This design comes from an exercise in tuning for small area, a short achievable clock period and few clock cycles per item on the open sky130 flow, not from production work.
Where RTL was checked, it was by simulation tests only, not by an equivalence proof against the original.
No functional check of the RTL was part of run 2.

==> flow/design.v (outline; a module is shown in full before it is edited, if it fits) <==
// module vn_sqrt_cell: 26 lines
// module vn_sumsq: 5958 lines
// module vn_div_cell: 17 lines
// module vector3_normalize_core: 237 lines
module vector3_normalize_core (
	input  logic              clk,
	input  logic              arst_n,
	input  logic              vec_valid,
	output logic              vec_ready,
	input  logic signed [23:0] vec_in_x,
	input  logic signed [23:0] vec_in_y,
	input  logic signed [23:0] vec_in_z,
	output logic              res_valid,
	input  logic              res_ready,
	output logic signed [17:0] res_unit_x,
	output logic signed [17:0] res_unit_y,
	output logic signed [17:0] res_unit_z,
	output logic [23:0]       res_magnitude,
	output logic              res_zero_vector
);
  // ...
==> flow/run.sh <==
#!/bin/bash
# synth_recipe.tcl (not shown) runs the flow's synth.tcl, then flattens the netlist and writes it again
# the make line also repeats each setting of config.mk as NAME=value (left out here)
make -C /OpenROAD-flow-scripts/flow DESIGN_CONFIG=/design/flow/config.mk WORK_HOME=/design/flow/orfs CLKGATE_MAP_FILE= SYNTH_SCRIPT=/design/flow/synth_recipe.tcl finish
==> flow/config.mk <==
export PLATFORM = sky130hd
export DESIGN_NAME = vector3_normalize_core
export DESIGN_NICKNAME = vector3_normalize_core
export VERILOG_FILES = /design/flow/design.v
export SDC_FILE = /design/flow/constraint.sdc
export NUM_CORES = 4
export LEC_CHECK = 0
export ABC_CLOCK_PERIOD_IN_PS = 3500
export CAP_MARGIN = 20
export CORE_MARGIN = 2
export CORE_UTILIZATION = 50
export SLEW_MARGIN = 20
==> flow/constraint.sdc <==
create_clock -name core_clock -period 12.0 [get_ports {clk}]
set_input_delay 2.4000 -clock core_clock [delete_from_list [all_inputs] [get_ports {clk}]]
set_output_delay 2.4000 -clock core_clock [all_outputs]
set_load 0.01 [all_outputs]
==> impl_metrics.toml, run 1 <==
[synth]
syn-instance-count = 20600
yosysUniqueCellTypes = 103
synth_net_count = 23100

[status]
outcome = "finished clean"

[finish]
multi_input_comb_area_um2 = 103000
sh_seq_area = 0.545
sequential_cell_total = 5688
final_layout_size_suffix_gt1_frac = 0.0922
registers.top_by_ff_count = "g_sqrt.g_reg.a_q"
nNonClkInverters = 1624

[clocking]
cts.reportedPaths.clkPinSlew_ns = 0.06
ctsHoldBuffers = 0
cts_made_buffers = 611

[timing]
setup_ws_post_layout_ns = 5.73
setup_viol_count_final = 0
tightestPinTransition_ns = 1.20
fin_setup_tns_ns = 0

[critical_path]
worst_path_dominant_cell_family = "buffers and inverters"
worst-path-stages = 3
worst_ep_arrival_ns = 3.87
end_kind = "output port"
worstSetupEndpoint = "vec_ready"

[die]
design.die.area_um2 = 567000
taps = 7479

[grt]
grtUsageMet3 = 0.0254

[detailed_routing]
drt_pass1_iterations = 6

[pwr]
Testbench counts, summed over its fixed seeds: cycles 8,172, items 8,000.
==> module vn_sqrt_cell, before the edit <==
module vn_sqrt_cell #(
	parameter int G = 0
) (
	input  logic [25:0] r_i,
	input  logic [1:0]  n2_i,
	input  logic [23:0] q_i,
	output logic [25:0] r_o,
	output logic [23:0] q_o
);
	localparam int W = G + 3;
	logic [W-1:0] work, trial, diff;
	logic         borrow, take;
	always_comb begin
		work  = {r_i[G:0], n2_i};
		trial = '0;
		trial[1:0] = 2'b01;
		for (int i = 0; i < G; i++) trial[i+2] = q_i[i];
		{borrow, diff} = {1'b0, work} - {1'b0, trial};
		take = !borrow;
		r_o = '0;
		q_o = '0;
		for (int i = 0; i < G + 2; i++) r_o[i] = take ? diff[i] : work[i];
		q_o[0] = take;
		for (int i = 0; i < G; i++) q_o[i+1] = q_i[i];
	end
endmodule
==> module vn_div_cell, before the edit <==
module vn_div_cell #(
	parameter bit FIRST = 1'b0
) (
	input  logic [23:0] m_i,
	input  logic [23:0] rem_i,
	output logic [23:0] rem_o,
	output logic        bit_o
);
	logic [24:0] work, diff;
	logic        borrow;
	always_comb begin
		work = FIRST ? {1'b0, rem_i} : {rem_i, 1'b0};
		{borrow, diff} = {1'b0, work} - {2'b00, m_i};
		bit_o = !borrow;
		rem_o = bit_o ? diff[23:0] : work[23:0];
	end
endmodule
==> module vector3_normalize_core, before the edit <==
module vector3_normalize_core (
	input  logic              clk,
	input  logic              arst_n,
	input  logic              vec_valid,
	output logic              vec_ready,
	input  logic signed [23:0] vec_in_x,
	input  logic signed [23:0] vec_in_y,
	input  logic signed [23:0] vec_in_z,
	output logic              res_valid,
	input  logic              res_ready,
	output logic signed [17:0] res_unit_x,
	output logic signed [17:0] res_unit_y,
	output logic signed [17:0] res_unit_z,
	output logic [23:0]       res_magnitude,
	output logic              res_zero_vector
);
	localparam logic [23:0] SCUT = 24'b1111_1111_1111_1111_1110_1010;
	localparam logic [16:0] DCUT = 17'b0_1111_1111_1111_1111;
	logic en;
	logic o_vld_q, s_vld_q;
	assign en        = !s_vld_q;
	assign vec_ready = en;
	logic [71:0]      in_q;
	logic             in_vld_q;
	always_ff @(posedge clk or negedge arst_n) begin
		if (!arst_n) in_vld_q <= 1'b0;
		else if (en) in_vld_q <= vec_valid;
	end
	always_ff @(posedge clk) begin
		if (en) in_q <= {vec_in_z, vec_in_y, vec_in_x};
	end
	logic [71:0]      abs_c, abs_b_q, abs_c_q;
	logic [2:0]       neg_c, neg_b_q, neg_c_q;
	logic [47:0]      sum_c;
	logic             b_vld_q, c_vld_q;
	for (genvar i = 0; i < 3; i++) begin : g_abs
		wire [23:0] c = in_q[24*i +: 24];
		assign neg_c[i] = c[23];
		assign abs_c[24*i +: 24] = c[23] ? 24'(-c) : c;
	end
	vn_sumsq u_sumsq (
		.clk (clk),
		.en  (en),
		.x   (in_q[23:0]),
		.y   (in_q[47:24]),
		.z   (in_q[71:48]),
		.sum (sum_c)
	);
	always_ff @(posedge clk or negedge arst_n) begin
		if (!arst_n) begin
			b_vld_q <= 1'b0;
			c_vld_q <= 1'b0;
		end else if (en) begin
			b_vld_q <= in_vld_q;
			c_vld_q <= b_vld_q;
		end
	end
	always_ff @(posedge clk) begin
		if (en) begin
			abs_b_q <= abs_c;
			neg_b_q <= neg_c;
			abs_c_q <= abs_b_q;
			neg_c_q <= neg_b_q;
		end
	end
	wire [24:0][47:0]       sn;
	wire [24:0][25:0]       sr;
	wire [24:0][23:0]       sq;
	wire [24:0][71:0]       sa;
	wire [24:0][2:0]        sg;
	wire [24:0]             sv;
	logic             sv0_q;
	logic [47:0]      sn0_q;
	logic [71:0]      sa0_q;
	logic [2:0]       sg0_q;
	always_ff @(posedge clk or negedge arst_n) begin
		if (!arst_n) sv0_q <= 1'b0;
		else if (en) sv0_q <= c_vld_q;
	end
	always_ff @(posedge clk) begin
		if (en) begin
			sn0_q <= sum_c;
			sa0_q <= abs_c_q;
			sg0_q <= neg_c_q;
		end
	end
	assign sv[0] = sv0_q;
	assign sn[0] = sn0_q;
	assign sa[0] = sa0_q;
	assign sg[0] = sg0_q;
	assign sr[0] = '0;
	assign sq[0] = '0;
	for (genvar g = 0; g < 24; g++) begin : g_sqrt
		logic [25:0] r_nx;
		logic [23:0] q_nx;
		vn_sqrt_cell #(.G(g)) u_cell (
			.r_i  (sr[g]),
			.n2_i (sn[g][47:46]),
			.q_i  (sq[g]),
			.r_o  (r_nx),
			.q_o  (q_nx)
		);
		if (SCUT[g]) begin : g_reg
			logic             v_q;
			logic [47:0]      n_q;
			logic [25:0]      r_q;
			logic [23:0]      q_q;
			logic [71:0]      a_q;
			logic [2:0]       g_q;
			always_ff @(posedge clk or negedge arst_n) begin
				if (!arst_n) v_q <= 1'b0;
				else if (en) v_q <= sv[g];
			end
			always_ff @(posedge clk) begin
				if (en) begin
					n_q <= {sn[g][45:0], 2'b00};
					r_q <= r_nx;
					q_q <= q_nx;
					a_q <= sa[g];
					g_q <= sg[g];
				end
			end
			assign sv[g+1] = v_q;
			assign sn[g+1] = n_q;
			assign sr[g+1] = r_q;
			assign sq[g+1] = q_q;
			assign sa[g+1] = a_q;
			assign sg[g+1] = g_q;
		end else begin : g_wire
			assign sv[g+1] = sv[g];
			assign sn[g+1] = {sn[g][45:0], 2'b00};
			assign sr[g+1] = r_nx;
			assign sq[g+1] = q_nx;
			assign sa[g+1] = sa[g];
			assign sg[g+1] = sg[g];
		end
	end
	wire [17:0][23:0]       dm;
	wire [17:0][71:0]       drem;
	wire [17:0][50:0]       dq;
	wire [17:0][2:0]        dg;
	wire [17:0]             dz;
	wire [17:0]             dv;
	assign dm[0]   = sq[24];
	assign drem[0] = sa[24];
	assign dq[0]   = '0;
	assign dg[0]   = sg[24];
	assign dz[0]   = sq[24] == '0;
	assign dv[0]   = sv[24];
	for (genvar k = 0; k < 17; k++) begin : g_div
		logic [71:0]      rem_nx;
		logic [50:0]      q_nx;
		for (genvar i = 0; i < 3; i++) begin : g_lane
			logic b;
			vn_div_cell #(.FIRST(k == 0)) u_cell (
				.m_i   (dm[k]),
				.rem_i (drem[k][24*i +: 24]),
				.rem_o (rem_nx[24*i +: 24]),
				.bit_o (b)
			);
			assign q_nx[17*i +: 17] = {dq[k][17*i +: 16], b};
		end
		if (DCUT[k]) begin : g_reg
			logic             v_q;
			logic [23:0]      m_q;
			logic [71:0]      rem_q;
			logic [50:0]      q_q;
			logic [2:0]       g_q;
			logic             z_q;
			always_ff @(posedge clk or negedge arst_n) begin
				if (!arst_n) v_q <= 1'b0;
				else if (en) v_q <= dv[k];
			end
			always_ff @(posedge clk) begin
				if (en) begin
					m_q   <= dm[k];
					rem_q <= rem_nx;
					q_q   <= q_nx;
					g_q   <= dg[k];
					z_q   <= dz[k];
				end
			end
			assign dv[k+1]   = v_q;
			assign dm[k+1]   = m_q;
			assign drem[k+1] = rem_q;
			assign dq[k+1]   = q_q;
			assign dg[k+1]   = g_q;
			assign dz[k+1]   = z_q;
		end else begin : g_wire
			assign dv[k+1]   = dv[k];
			assign dm[k+1]   = dm[k];
			assign drem[k+1] = rem_nx;
			assign dq[k+1]   = q_nx;
			assign dg[k+1]   = dg[k];
			assign dz[k+1]   = dz[k];
		end
	end
	logic [53:0] unit_c;
	logic [78:0] word_c, p_q;
	logic        p_vld_q;
	for (genvar i = 0; i < 3; i++) begin : g_unit
		wire [16:0] q  = dq[17][17*i +: 17];
		wire [16:0] hi = {1'b0, q[16:1]};
		wire [16:0] nh = 17'(-hi);
		wire [17:0] neg_q = q[0] ? {~hi, 1'b1} : {nh, 1'b0};
		assign unit_c[18*i +: 18] = dz[17] ? 18'd0 : dg[17][i] ? neg_q : {1'b0, q};
	end
	assign word_c = {unit_c[17:0], unit_c[35:18], unit_c[53:36], dm[17], dz[17]};
	always_ff @(posedge clk or negedge arst_n) begin
		if (!arst_n) p_vld_q <= 1'b0;
		else if (en) p_vld_q <= dv[17];
	end
	always_ff @(posedge clk) begin
		if (en) p_q <= word_c;
	end
	logic [78:0] o_q, s_q;
	logic        push, pop, o_load;
	assign push   = en && p_vld_q;
	assign pop    = o_vld_q && res_ready;
	assign o_load = pop || !o_vld_q;
	always_ff @(posedge clk or negedge arst_n) begin
		if (!arst_n) begin
			o_vld_q <= 1'b0;
			s_vld_q <= 1'b0;
		end else begin
			if (o_load) o_vld_q <= s_vld_q || push;
			if (s_vld_q) s_vld_q <= !pop;
			else         s_vld_q <= o_vld_q && !pop && push;
		end
	end
	always_ff @(posedge clk) begin
		if (o_load) o_q <= s_vld_q ? s_q : p_q;
		if (!s_vld_q) s_q <= p_q;
	end
	assign res_valid       = o_vld_q;
	assign {res_unit_x, res_unit_y, res_unit_z, res_magnitude, res_zero_vector} = o_q;
endmodule
==> run 2: changes to the inputs <==
--- a/flow/design.v
+++ b/flow/design.v
@@ -1,25 +1,70 @@
 module vn_sqrt_cell #(
-	parameter int G = 0
+	parameter int J = 0
 ) (
-	input  logic [25:0] r_i,
-	input  logic [1:0]  n2_i,
+	input  logic [24:0] r_i,
+	input  logic [3:0]  n4_i,
 	input  logic [23:0] q_i,
-	output logic [25:0] r_o,
-	output logic [23:0] q_o
+	input  logic [25:0] u_i,
+	output logic [24:0] r_o,
+	output logic [23:0] q_o,
+	output logic [25:0] u_o,
+	output logic [25:0] m3_o
 );
-	localparam int W = G + 3;
-	logic [W-1:0] work, trial, diff;
-	logic         borrow, take;
+	localparam int QW = 2 * J;           
+	localparam int W  = 2 * J + 6;       
+	logic [W-1:0] r4, t1, t2, t3, e1, e2, e3;
+	logic         b1, b2, b3;
+	logic [1:0]   d;
+	logic [25:0]  um, up;
 	always_comb begin
-		work  = {r_i[G:0], n2_i};
-		trial = '0;
-		trial[1:0] = 2'b01;
-		for (int i = 0; i < G; i++) trial[i+2] = q_i[i];
-		{borrow, diff} = {1'b0, work} - {1'b0, trial};
-		take = !borrow;
+		r4 = '0;
+		t1 = '0;
+		t2 = '0;
+		t3 = '0;
+		for (int i = 0; i < 2 * J + 1; i++) r4[i+4] = r_i[i];
+		r4[3:0] = n4_i;
+		t1[2:0] = 3'b001;
+		for (int i = 0; i < QW; i++) t1[i+3] = q_i[i];
+		t2[3:0] = 4'b0100;
+		for (int i = 0; i < QW; i++) t2[i+4] = q_i[i];
+		t3[2:0] = 3'b001;
+		for (int i = 0; i < QW + 2 && i + 3 < W; i++) t3[i+3] = u_i[i];
+		{b1, e1} = {1'b0, r4} - {1'b0, t1};
+		{b2, e2} = {1'b0, r4} - {1'b0, t2};
+		{b3, e3} = {1'b0, r4} - {1'b0, t3};
+		um = u_i - 26'd1;
+		up = u_i + 26'd1;
 		r_o = '0;
 		q_o = '0;
-		for (int i = 0; i < G + 2; i++) r_o[i] = take ? diff[i] : work[i];
-		q_o[0] = take;
-		for (int i = 0; i < G; i++) q_o[i+1] = q_i[i];
+		u_o = '0;
+		for (int i = 0; i < QW; i++) q_o[i+2] = q_i[i];
+		if (!b3) begin
+			d = 2'd3;
+			for (int i = 0; i < 2 * J + 3; i++) r_o[i] = e3[i];
+			u_o[1:0] = 2'b10;
+			for (int i = 0; i < QW + 2; i++) u_o[i+2] = up[i];
+		end else if (!b2) begin
+			d = 2'd2;
+			for (int i = 0; i < 2 * J + 3; i++) r_o[i] = e2[i];
+			u_o[1:0] = 2'b11;
+			for (int i = 0; i < QW + 2; i++) u_o[i+2] = u_i[i];
+		end else if (!b1) begin
+			d = 2'd1;
+			for (int i = 0; i < 2 * J + 3; i++) r_o[i] = e1[i];
+			u_o[1:0] = 2'b00;
+			for (int i = 0; i < QW + 2; i++) u_o[i+2] = u_i[i];
+		end else begin
+			d = 2'd0;
+			for (int i = 0; i < 2 * J + 3; i++) r_o[i] = r4[i];
+			u_o[1:0] = 2'b01;
+			for (int i = 0; i < QW + 2; i++) u_o[i+2] = um[i];
+		end
+		q_o[1:0] = d;
+		m3_o = '0;
+		case (d)
+			2'd3: begin m3_o[1:0] = 2'b01; for (int i = 0; i < QW + 2; i++) m3_o[i+2] = up[i]; end
+			2'd2: begin m3_o[1:0] = 2'b10; for (int i = 0; i < QW + 2; i++) m3_o[i+2] = u_i[i]; end
+			2'd1: begin m3_o[1:0] = 2'b11; for (int i = 0; i < QW + 2; i++) m3_o[i+2] = um[i]; end
+			default: begin m3_o[1:0] = 2'b00; for (int i = 0; i < QW + 2; i++) m3_o[i+2] = um[i]; end
+		endcase
 	end
@@ -5984,17 +6029,25 @@
 endmodule
-module vn_div_cell #(
-	parameter bit FIRST = 1'b0
-) (
+module vn_div_cell (
 	input  logic [23:0] m_i,
+	input  logic [25:0] m3_i,
 	input  logic [23:0] rem_i,
 	output logic [23:0] rem_o,
-	output logic        bit_o
+	output logic [1:0]  d_o
 );
-	logic [24:0] work, diff;
-	logic        borrow;
+	logic [25:0] w, d1, d2, d3;
+	logic        b1, b2, b3;
 	always_comb begin
-		work = FIRST ? {1'b0, rem_i} : {rem_i, 1'b0};
-		{borrow, diff} = {1'b0, work} - {2'b00, m_i};
-		bit_o = !borrow;
-		rem_o = bit_o ? diff[23:0] : work[23:0];
+		w = {rem_i, 2'b00};
+		{b1, d1} = {1'b0, w} - {3'b000, m_i};
+		{b2, d2} = {1'b0, w} - {2'b00, m_i, 1'b0};
+		{b3, d3} = {1'b0, w} - {1'b0, m3_i};
+		if (!b3) begin
+			d_o = 2'd3; rem_o = d3[23:0];
+		end else if (!b2) begin
+			d_o = 2'd2; rem_o = d2[23:0];
+		end else if (!b1) begin
+			d_o = 2'd1; rem_o = d1[23:0];
+		end else begin
+			d_o = 2'd0; rem_o = w[23:0];
+		end
 	end
@@ -6017,8 +6070,20 @@
 );
-	localparam logic [23:0] SCUT = 24'b1111_1111_1111_1111_1110_1010;
-	localparam logic [16:0] DCUT = 17'b0_1111_1111_1111_1111;
-	logic en;
-	logic o_vld_q, s_vld_q;
-	assign en        = !s_vld_q;
-	assign vec_ready = en;
+	localparam logic [11:0] SCUT = 12'b1111_1111_1111;
+	localparam logic [7:0]  DCUT = 8'b0111_1111;
+	localparam int NE = 25;
+	localparam int EI = 0;            
+	localparam int ET = 1;            
+	localparam int EC = 2;            
+	localparam int E0 = 3;            
+	localparam int ES = 4;            
+	localparam int ED = 16;           
+	localparam int EP = 23;           
+	logic [NE-1:0] s_cp_q;
+	logic [NE-1:0] enc;
+	logic          o_vld_q, s_vld_q, rdy_q;
+	logic          en;
+	assign enc       = ~s_cp_q;
+	assign s_vld_q   = s_cp_q[NE-1];
+	assign en        = enc[NE-1];
+	assign vec_ready = rdy_q;
 	logic [71:0]      in_q;
@@ -6027,6 +6092,6 @@
 		if (!arst_n) in_vld_q <= 1'b0;
-		else if (en) in_vld_q <= vec_valid;
+		else if (enc[EI]) in_vld_q <= vec_valid;
 	end
 	always_ff @(posedge clk) begin
-		if (en) in_q <= {vec_in_z, vec_in_y, vec_in_x};
+		if (enc[EI]) in_q <= {vec_in_z, vec_in_y, vec_in_x};
 	end
@@ -6043,3 +6108,3 @@
 		.clk (clk),
-		.en  (en),
+		.en  (enc[ET]),
 		.x   (in_q[23:0]),
@@ -6053,3 +6118,3 @@
 			c_vld_q <= 1'b0;
-		end else if (en) begin
+		end else if (enc[EC]) begin
 			b_vld_q <= in_vld_q;
@@ -6059,3 +6124,3 @@
 	always_ff @(posedge clk) begin
-		if (en) begin
+		if (enc[EC]) begin
 			abs_b_q <= abs_c;
@@ -6066,8 +6131,10 @@
 	end
-	wire [24:0][47:0]       sn;
-	wire [24:0][25:0]       sr;
-	wire [24:0][23:0]       sq;
-	wire [24:0][71:0]       sa;
-	wire [24:0][2:0]        sg;
-	wire [24:0]             sv;
+	wire [12:0][47:0]       sn;
+	wire [12:0][24:0]       sr;
+	wire [12:0][23:0]       sq;
+	wire [12:0][25:0]       su;
+	wire [12:0][25:0]       sm3;
+	wire [12:0][71:0]       sa;
+	wire [12:0][2:0]        sg;
+	wire [12:0]             sv;
 	logic             sv0_q;
@@ -6078,6 +6145,6 @@
 		if (!arst_n) sv0_q <= 1'b0;
-		else if (en) sv0_q <= c_vld_q;
+		else if (enc[EC]) sv0_q <= c_vld_q;
 	end
 	always_ff @(posedge clk) begin
-		if (en) begin
+		if (enc[E0]) begin
 			sn0_q <= sum_c;
@@ -6093,17 +6160,24 @@
 	assign sq[0] = '0;
-	for (genvar g = 0; g < 24; g++) begin : g_sqrt
-		logic [25:0] r_nx;
+	assign su[0] = 26'd1;
+	assign sm3[0] = '0;
+	for (genvar j = 0; j < 12; j++) begin : g_sqrt
+		logic [24:0] r_nx;
 		logic [23:0] q_nx;
-		vn_sqrt_cell #(.G(g)) u_cell (
-			.r_i  (sr[g]),
-			.n2_i (sn[g][47:46]),
-			.q_i  (sq[g]),
+		logic [25:0] u_nx, m3_nx;
+		vn_sqrt_cell #(.J(j)) u_cell (
+			.r_i  (sr[j]),
+			.n4_i (sn[j][47:44]),
+			.q_i  (sq[j]),
+			.u_i  (su[j]),
 			.r_o  (r_nx),
-			.q_o  (q_nx)
+			.q_o  (q_nx),
+			.u_o  (u_nx),
+			.m3_o (m3_nx)
 		);
-		if (SCUT[g]) begin : g_reg
+		if (SCUT[j]) begin : g_reg
 			logic             v_q;
 			logic [47:0]      n_q;
-			logic [25:0]      r_q;
+			logic [24:0]      r_q;
 			logic [23:0]      q_q;
+			logic [25:0]      u_q, m3_q;
 			logic [71:0]      a_q;
@@ -6112,52 +6186,65 @@
 				if (!arst_n) v_q <= 1'b0;
-				else if (en) v_q <= sv[g];
+				else if (enc[EC]) v_q <= sv[j];
 			end
 			always_ff @(posedge clk) begin
-				if (en) begin
-					n_q <= {sn[g][45:0], 2'b00};
+				if (enc[ES+j]) begin
+					n_q <= {sn[j][43:0], 4'b0000};
 					r_q <= r_nx;
 					q_q <= q_nx;
-					a_q <= sa[g];
-					g_q <= sg[g];
+					u_q <= u_nx;
+					m3_q <= m3_nx;
+					a_q <= sa[j];
+					g_q <= sg[j];
 				end
 			end
-			assign sv[g+1] = v_q;
-			assign sn[g+1] = n_q;
-			assign sr[g+1] = r_q;
-			assign sq[g+1] = q_q;
-			assign sa[g+1] = a_q;
-			assign sg[g+1] = g_q;
+			assign sv[j+1] = v_q;
+			assign sn[j+1] = n_q;
+			assign sr[j+1] = r_q;
+			assign sq[j+1] = q_q;
+			assign su[j+1] = u_q;
+			assign sm3[j+1] = m3_q;
+			assign sa[j+1] = a_q;
+			assign sg[j+1] = g_q;
 		end else begin : g_wire
-			assign sv[g+1] = sv[g];
-			assign sn[g+1] = {sn[g][45:0], 2'b00};
-			assign sr[g+1] = r_nx;
-			assign sq[g+1] = q_nx;
-			assign sa[g+1] = sa[g];
-			assign sg[g+1] = sg[g];
+			assign sv[j+1] = sv[j];
+			assign sn[j+1] = {sn[j][43:0], 4'b0000};
+			assign sr[j+1] = r_nx;
+			assign sq[j+1] = q_nx;
+			assign su[j+1] = u_nx;
+			assign sm3[j+1] = m3_nx;
+			assign sa[j+1] = sa[j];
+			assign sg[j+1] = sg[j];
 		end
 	end
-	wire [17:0][23:0]       dm;
-	wire [17:0][71:0]       drem;
-	wire [17:0][50:0]       dq;
-	wire [17:0][2:0]        dg;
-	wire [17:0]             dz;
-	wire [17:0]             dv;
-	assign dm[0]   = sq[24];
-	assign drem[0] = sa[24];
+	wire [8:0][23:0]       dm;
+	wire [8:0][25:0]       dm3;
+	wire [8:0][71:0]       drem;
+	wire [8:0][47:0]       dq;
+	wire [8:0][2:0]        dg;
+	wire [8:0][2:0]        de;
+	wire [8:0]             dz;
+	wire [8:0]             dv;
+	assign dm[0]   = sq[12];
+	assign dm3[0]  = sm3[12];
+	assign drem[0] = sa[12];
 	assign dq[0]   = '0;
-	assign dg[0]   = sg[24];
-	assign dz[0]   = sq[24] == '0;
-	assign dv[0]   = sv[24];
-	for (genvar k = 0; k < 17; k++) begin : g_div
+	assign dg[0]   = sg[12];
+	assign dz[0]   = sq[12] == '0;
+	assign dv[0]   = sv[12];
+	for (genvar i = 0; i < 3; i++) begin : g_eq
+		assign de[0][i] = sa[12][24*i +: 24] == sq[12];
+	end
+	for (genvar k = 0; k < 8; k++) begin : g_div
 		logic [71:0]      rem_nx;
-		logic [50:0]      q_nx;
+		logic [47:0]      q_nx;
 		for (genvar i = 0; i < 3; i++) begin : g_lane
-			logic b;
-			vn_div_cell #(.FIRST(k == 0)) u_cell (
+			logic [1:0] d;
+			vn_div_cell u_cell (
 				.m_i   (dm[k]),
+				.m3_i  (dm3[k]),
 				.rem_i (drem[k][24*i +: 24]),
 				.rem_o (rem_nx[24*i +: 24]),
-				.bit_o (b)
+				.d_o   (d)
 			);
-			assign q_nx[17*i +: 17] = {dq[k][17*i +: 16], b};
+			assign q_nx[16*i +: 16] = {dq[k][16*i +: 14], d};
 		end
@@ -6166,5 +6253,7 @@
 			logic [23:0]      m_q;
+			logic [25:0]      m3_q;
 			logic [71:0]      rem_q;
-			logic [50:0]      q_q;
+			logic [47:0]      q_q;
 			logic [2:0]       g_q;
+			logic [2:0]       e_q;
 			logic             z_q;
@@ -6172,7 +6261,8 @@
 				if (!arst_n) v_q <= 1'b0;
-				else if (en) v_q <= dv[k];
+				else if (enc[EC]) v_q <= dv[k];
 			end
 			always_ff @(posedge clk) begin
-				if (en) begin
+				if (enc[ED+k]) begin
 					m_q   <= dm[k];
+					m3_q  <= dm3[k];
 					rem_q <= rem_nx;
@@ -6180,2 +6270,3 @@
 					g_q   <= dg[k];
+					e_q   <= de[k];
 					z_q   <= dz[k];
@@ -6185,2 +6276,3 @@
 			assign dm[k+1]   = m_q;
+			assign dm3[k+1]  = m3_q;
 			assign drem[k+1] = rem_q;
@@ -6188,2 +6280,3 @@
 			assign dg[k+1]   = g_q;
+			assign de[k+1]   = e_q;
 			assign dz[k+1]   = z_q;
@@ -6192,2 +6285,3 @@
 			assign dm[k+1]   = dm[k];
+			assign dm3[k+1]  = dm3[k];
 			assign drem[k+1] = rem_nx;
@@ -6195,2 +6289,3 @@
 			assign dg[k+1]   = dg[k];
+			assign de[k+1]   = de[k];
 			assign dz[k+1]   = dz[k];
@@ -6202,15 +6297,19 @@
 	for (genvar i = 0; i < 3; i++) begin : g_unit
-		wire [16:0] q  = dq[17][17*i +: 17];
-		wire [16:0] hi = {1'b0, q[16:1]};
-		wire [16:0] nh = 17'(-hi);
-		wire [17:0] neg_q = q[0] ? {~hi, 1'b1} : {nh, 1'b0};
-		assign unit_c[18*i +: 18] = dz[17] ? 18'd0 : dg[17][i] ? neg_q : {1'b0, q};
+		wire [15:0] q  = dq[8][16*i +: 16];
+		wire [15:0] hi = {2'b00, q[15:2]};
+		wire [15:0] nh = 16'(-hi);
+		wire [1:0]  lo = q[1:0];
+		wire [17:0] pos_q = {2'b00, q};
+		wire [17:0] neg_q = (lo != 2'b00) ? {2'b11, ~hi[13:0], 2'(-lo)} : {nh, 2'b00};
+		assign unit_c[18*i +: 18] = dz[8] ? 18'd0 :
+			de[8][i] ? (dg[8][i] ? 18'h30000 : 18'h10000) :
+			dg[8][i] ? neg_q : pos_q;
 	end
-	assign word_c = {unit_c[17:0], unit_c[35:18], unit_c[53:36], dm[17], dz[17]};
+	assign word_c = {unit_c[17:0], unit_c[35:18], unit_c[53:36], dm[8], dz[8]};
 	always_ff @(posedge clk or negedge arst_n) begin
 		if (!arst_n) p_vld_q <= 1'b0;
-		else if (en) p_vld_q <= dv[17];
+		else if (enc[EC]) p_vld_q <= dv[8];
 	end
 	always_ff @(posedge clk) begin
-		if (en) p_q <= word_c;
+		if (enc[EP]) p_q <= word_c;
 	end
@@ -6224,7 +6323,12 @@
 			o_vld_q <= 1'b0;
-			s_vld_q <= 1'b0;
+			s_cp_q  <= '0;
+			rdy_q   <= 1'b1;
 		end else begin
 			if (o_load) o_vld_q <= s_vld_q || push;
-			if (s_vld_q) s_vld_q <= !pop;
-			else         s_vld_q <= o_vld_q && !pop && push;
+			for (int e = 0; e < NE; e++) begin
+				if (s_cp_q[e]) s_cp_q[e] <= !pop;
+				else           s_cp_q[e] <= o_vld_q && !pop && p_vld_q;
+			end
+			if (rdy_q) rdy_q <= !(o_vld_q && !pop && p_vld_q);
+			else       rdy_q <= pop;
 		end
==> flow/flow/run.sh (new file) <==
#!/bin/bash
set -euo pipefail
bash standard.sh SETUP_SLACK_MARGIN=8 finish > standard.log 2>&1
==> flow/standard.sh (new file) <==
#!/bin/bash
# synth_recipe.tcl (not shown) runs the flow's synth.tcl, then flattens the netlist and writes it again
# the make line also repeats each setting of config.mk as NAME=value (left out here)
make -C /OpenROAD-flow-scripts/flow DESIGN_CONFIG=/design/flow/config.mk WORK_HOME=/design/flow/orfs CLKGATE_MAP_FILE= SYNTH_SCRIPT=/design/flow/synth_recipe.tcl "${@:-finish}"
removed: flow/run.sh
==> run 2 against run 1 <==
  * Register-to-register slack better by 1.6 ns
  * Largest cell class is now multi-input combinational cells
  * Critical endpoint is now p_q[75]$_SDFFCE_PP0N_
  * Critical path type is now register to register
  * Flip-flop and latch count is 1870 lower
  * Wire length is 38% higher
  * Clock skew is 0.022 ns higher
==> impl_metrics.toml, run 2 <==
[finish]
final_layout_size_suffix_gt1_frac = 0.106
area_growth_pct = 12.8
final_nets = 27700
registers_with_the_most_flip_flops = "g_sqrt.g_reg.a_q (864), g_div.g_reg.rem_q (504), g_sqrt.g_reg.n_q (264)"
largest_register_ffs = 864
finalNonFillerCells = 31800
finish.utilization = 0.566
registers.top_by_ff_count = "g_sqrt.g_reg.a_q"
commonest_non_fill_non_tap_cells_in_the_layout = "sky130_fd_sc_hd__edfxtp_1 (3,688), sky130_fd_sc_hd__ha_1 (2,163), sky130_fd_sc_hd__inv_1 (1,869)"
mostFrequentLayoutCell = "sky130_fd_sc_hd__edfxtp_1"

[synth]
library_cell_with_the_largest_summed_area_after_synthesis = "sky130_fd_sc_hd__edfxtp_1"
post-synth-top-count-cell = "sky130_fd_sc_hd__edfxtp_1"
synth_seq_cells = 3818
syn-instance-count = 23900
post_synth_most_frequent_cells = "sky130_fd_sc_hd__edfxtp_1 (3,688), sky130_fd_sc_hd__ha_1 (2,209), sky130_fd_sc_hd__inv_1 (1,981)"
post_synth_instance_area_um2 = 258000
ys.warnings.count = 15
postSynth.asyncResetShare = 0.0134
postSynthAreaPerCell_um2 = 10.8
synth-edff-count = 3688
yosys-top-cells-area = "sky130_fd_sc_hd__edfxtp_1 (43%), sky130_fd_sc_hd__ha_1 (11%), sky130_fd_sc_hd__fa_1 (6.4%), sky130_fd_sc_hd__xnor2_1 (3.7%), sky130_fd_sc_hd__a21oi_1 (3.2%)"
synth_largest_type_area_fraction = 0.430
yosysUniqueCellTypes = 99
synth_net_count = 27000
seq_area_frac_synth = 0.441
ys_dominant_reg_cell = "sky130_fd_sc_hd__edfxtp_1"

[detailed_routing]
postRouteWirelength_um = 898000
final_antenna_net_count = 0
viasPerCell = 6.16
drt_pass1_iterations = 6
detailroute.via_count = 196000
drt_iter0_markers = 19100
drc_errors = 0
wl_per_cell_um = 28.3

[critical_path]
critical-path-max-stage-delay_ns = 0.47
timing.critical_path.required_ns = 12.74
end_kind = "register"
worst_path_dominant_cell_family = "compound AO/OA/AOI/OAI gates"
path_class = "register to register"
worst-path-max-fanout = 3
cp-start-kind = "register"
crit_buf_inv = 1
worst_ep_arrival_ns = 4.85
series_of_cell_instances_along_the_critical_path = "inv_4 > ha_4 > nor3b_1 > o21a_1 > o21a_1 > o21a_1 > o21ai_2 > a21oi_2 > o2111ai_4 > and3_4 > a21boi_4 > ha_4 > nand2_4 > o31ai_4 > nand2_1 > or2_4 > o31ai_4 > xor2_1 > nor2_1"
timing.critical_path.mode_cell = "sky130_fd_sc_hd__o21a_1"
worst_path_slowest_cell = "sky130_fd_sc_hd__edfxtp_1"
r2r_slack_ns = 7.89

[status]
outcome = "finished clean"

[clocking]
cts_made_buffers = 417
cts_tree = "done"
root_buffer = "sky130_fd_sc_hd__clkbuf_16"
htreeDepth = 5
cts.reportedPaths.clkPinSlew_ns = 0.06
clock_latency_ns = 1.06
numClockSinks = 3818
ctsLongestPathBuffers = 4

[timing]
clock-skew-final_ns = 0.101
setup_viol_count_final = 0
max_freq_mhz = 243
grt_setup_unrepaired = "true"
slew_headroom = 0.106
tightestPinTransition_ns = 1.31
post-route-period-util = 0.342
fin_setup_tns_ns = 0
total_count_of_hold_check_failures_in_the_final_report = 0
finalCriticalPeriod_ns = 4.11
timing.final.max_slew_violations = 0

[job]
max-cap-violations = 0

[grt]
number_of_antenna_violations_at_the_first_check_in_global_routing = 69
globalRouteTotalUtil = 0.333
remaining_global_route_overflow = 0
first_global_vias = 187000
grt_pass1_wl_um = 1280000
maximum_number_of_pins_on_one_net_before_global_route_repair = 115

[die]
design.die.area_um2 = 521000
number_of_core_rows = 263
io_pins = 157
initial_utilization = 0.502
chipHeight_um = 722
core_area_um2 = 513000
die_width_um = 722

[placed_design]
count_of_input_and_output_buffers = 156
placed_cells_incl_taps = 30400
globalplace.congestion = 0.977
dp_hpwl_um = 679000

[worst_hold_path]
min_path_type = "register to register"
==> run 2: changes by cell type in the layout (fill, tap and decap cells not counted), moves of 186 or more <==
cell,previous run,this run
sky130_fd_sc_hd__a21o_1,443,806
sky130_fd_sc_hd__a21oi_1,1288,1562
sky130_fd_sc_hd__buf_4,191,633
sky130_fd_sc_hd__edfxtp_1,5565,3688
sky130_fd_sc_hd__ha_1,1556,2163
sky130_fd_sc_hd__inv_1,1603,1869
sky130_fd_sc_hd__mux2_2,742,256
sky130_fd_sc_hd__mux2i_1,54,249
sky130_fd_sc_hd__nand2_1,1256,1665
sky130_fd_sc_hd__o21ai_0,836,1091
sky130_fd_sc_hd__xnor2_1,833,1088
sky130_fd_sc_hd__xor2_1,426,612
==> run 2: metrics by stage <==
| stage | setup slack, ns | hold slack, ns | area, um2 |
|---|---|---|---|
| 5_1_grt | 7.74 | 0.383 | 290000 |
| 3_3_place_gp | 6.23 | 0.400 | 268000 |
| 6_report | 7.89 | 0.380 | 291000 |
| 4_1_cts | 7.87 | 0.373 | 286000 |
| 2_1_floorplan | 4.02 | 0.400 | 258000 |
| 3_5_place_dp | 6.24 | 0.405 | 268000 |
==> run 2: cell families after synthesis <==
kind of cell	share of synthesized area
AND/OR/NAND/NOR	0.109
AO/OA/AOI/OAI	0.161
flip-flops	0.441
adder cells (fa/ha/maj)	0.171
buffers and inverters	0.0385
XOR/XNOR	0.0580
multiplexers	0.0213
==> run 2: repair_timing <==
item / CTS / global route
gates cloned: 10 / 23
pin swaps: 89 / 148
buffers inserted: 260 / 195
hold buffers: 0 / 0
endpoints found under the setup margin: 842 / 855
gates resized for setup: 911 / 513
==> run 2: per-layer routing <==
metal / track usage / share of wire / wire [um] / vias up
met5: 0 / 0.00014 / 126 / -
met4: 0.193 / 0.073 / 65700 / 18
met3: 0.0429 / 0.074 / 66000 / 2016
met2: 0.534 / 0.45 / 407000 / 8113
met1: 0.434 / 0.40 / 359000 / 96200
li1: - / - / - / 89300
==> run 2: final timing paths <==
check | to | cells past startpoint | startpoint
hold / removal | g_sqrt[2].g_reg.n_q[20]$_DFFE_PN_ | 0 | g_sqrt[1].g_reg.n_q[16]$_DFFE_PN_
max in group asynchronous | s_cp_q[24]$_DFF_PN0_ | 2 | arst_n
setup / recovery | p_q[75]$_SDFFCE_PP0N_ | 19 | g_div[6].g_reg.m3_q[2]$_DFFE_PN_
hold reg to reg | g_sqrt[2].g_reg.n_q[20]$_DFFE_PN_ | 0 | g_sqrt[1].g_reg.n_q[16]$_DFFE_PN_
min in group asynchronous | s_cp_q[11]$_DFF_PN0_ | 1 | arst_n
setup reg to reg | p_q[75]$_SDFFCE_PP0N_ | 19 | g_div[6].g_reg.m3_q[2]$_DFFE_PN_
==> run 2: worst reg2reg max path: cells and delay by family, from the launching register on <==
kind / cells / cell delay (ns)
AOI/OAI and AO/OA: 9 / 1.71
and+or+nand+nor: 6 / 0.94
DFF: 1 / 0.47
adders and majority gates: 2 / 0.39
buffers and inverters: 1 / 0.16
xor gates and xnor gates: 1 / 0.16
==> run 2: area by class of cell <==
type | instances | area [um2]
timing repair buffer | 919 | 8210
clock inverter | 255 | 2790
inverter | 1985 | 7720
antenna | 93 | 233
tap | 6757 | 8450
sequential | 3818 | 114000
multi-input combinational | 17400 | 139000
fill | 43800 | 222000
clock buffer | 511 | 10900

static timing again, ports no longer ideal:
No port has a modelled driver above. Below, the same layouts with a new extraction and two added sets of constraints. Step 1 sets driving cells, clkbuf_16 on the clock port and buf_2 on the other inputs (assumed; they add their load-dependent delay and slew). Step 2 also shifts input and output timing later by t, the mid clock arrival at the registers, as if the neighbouring blocks saw the same clock. Three values: ideal ports, drivers, drivers and shift; two values: the first two.
| run | t (ns) | setup WS [ns] | hold WS [ns] | latest minus earliest clock arrival (ns) | worst slew at a driven data input, ns |
|---|---|---|---|---|---|
| run 1 | 1.168 | 5.735 / 5.604 / 6.248 | 0.381 / 0.381 / 0.381 | 0.088 / 0.088 | 0.06 |
| run 2 | 1.155 | 7.891 / 7.811 / 7.610 | 0.380 / 0.380 / 0.380 | 0.125 / 0.125 | 0.14 |
After both steps setup and hold are still met in every run listed. For run 2, which loses most, drivers alone change the setup slack by -0.080 ns; drivers and shift together by -0.281 ns.
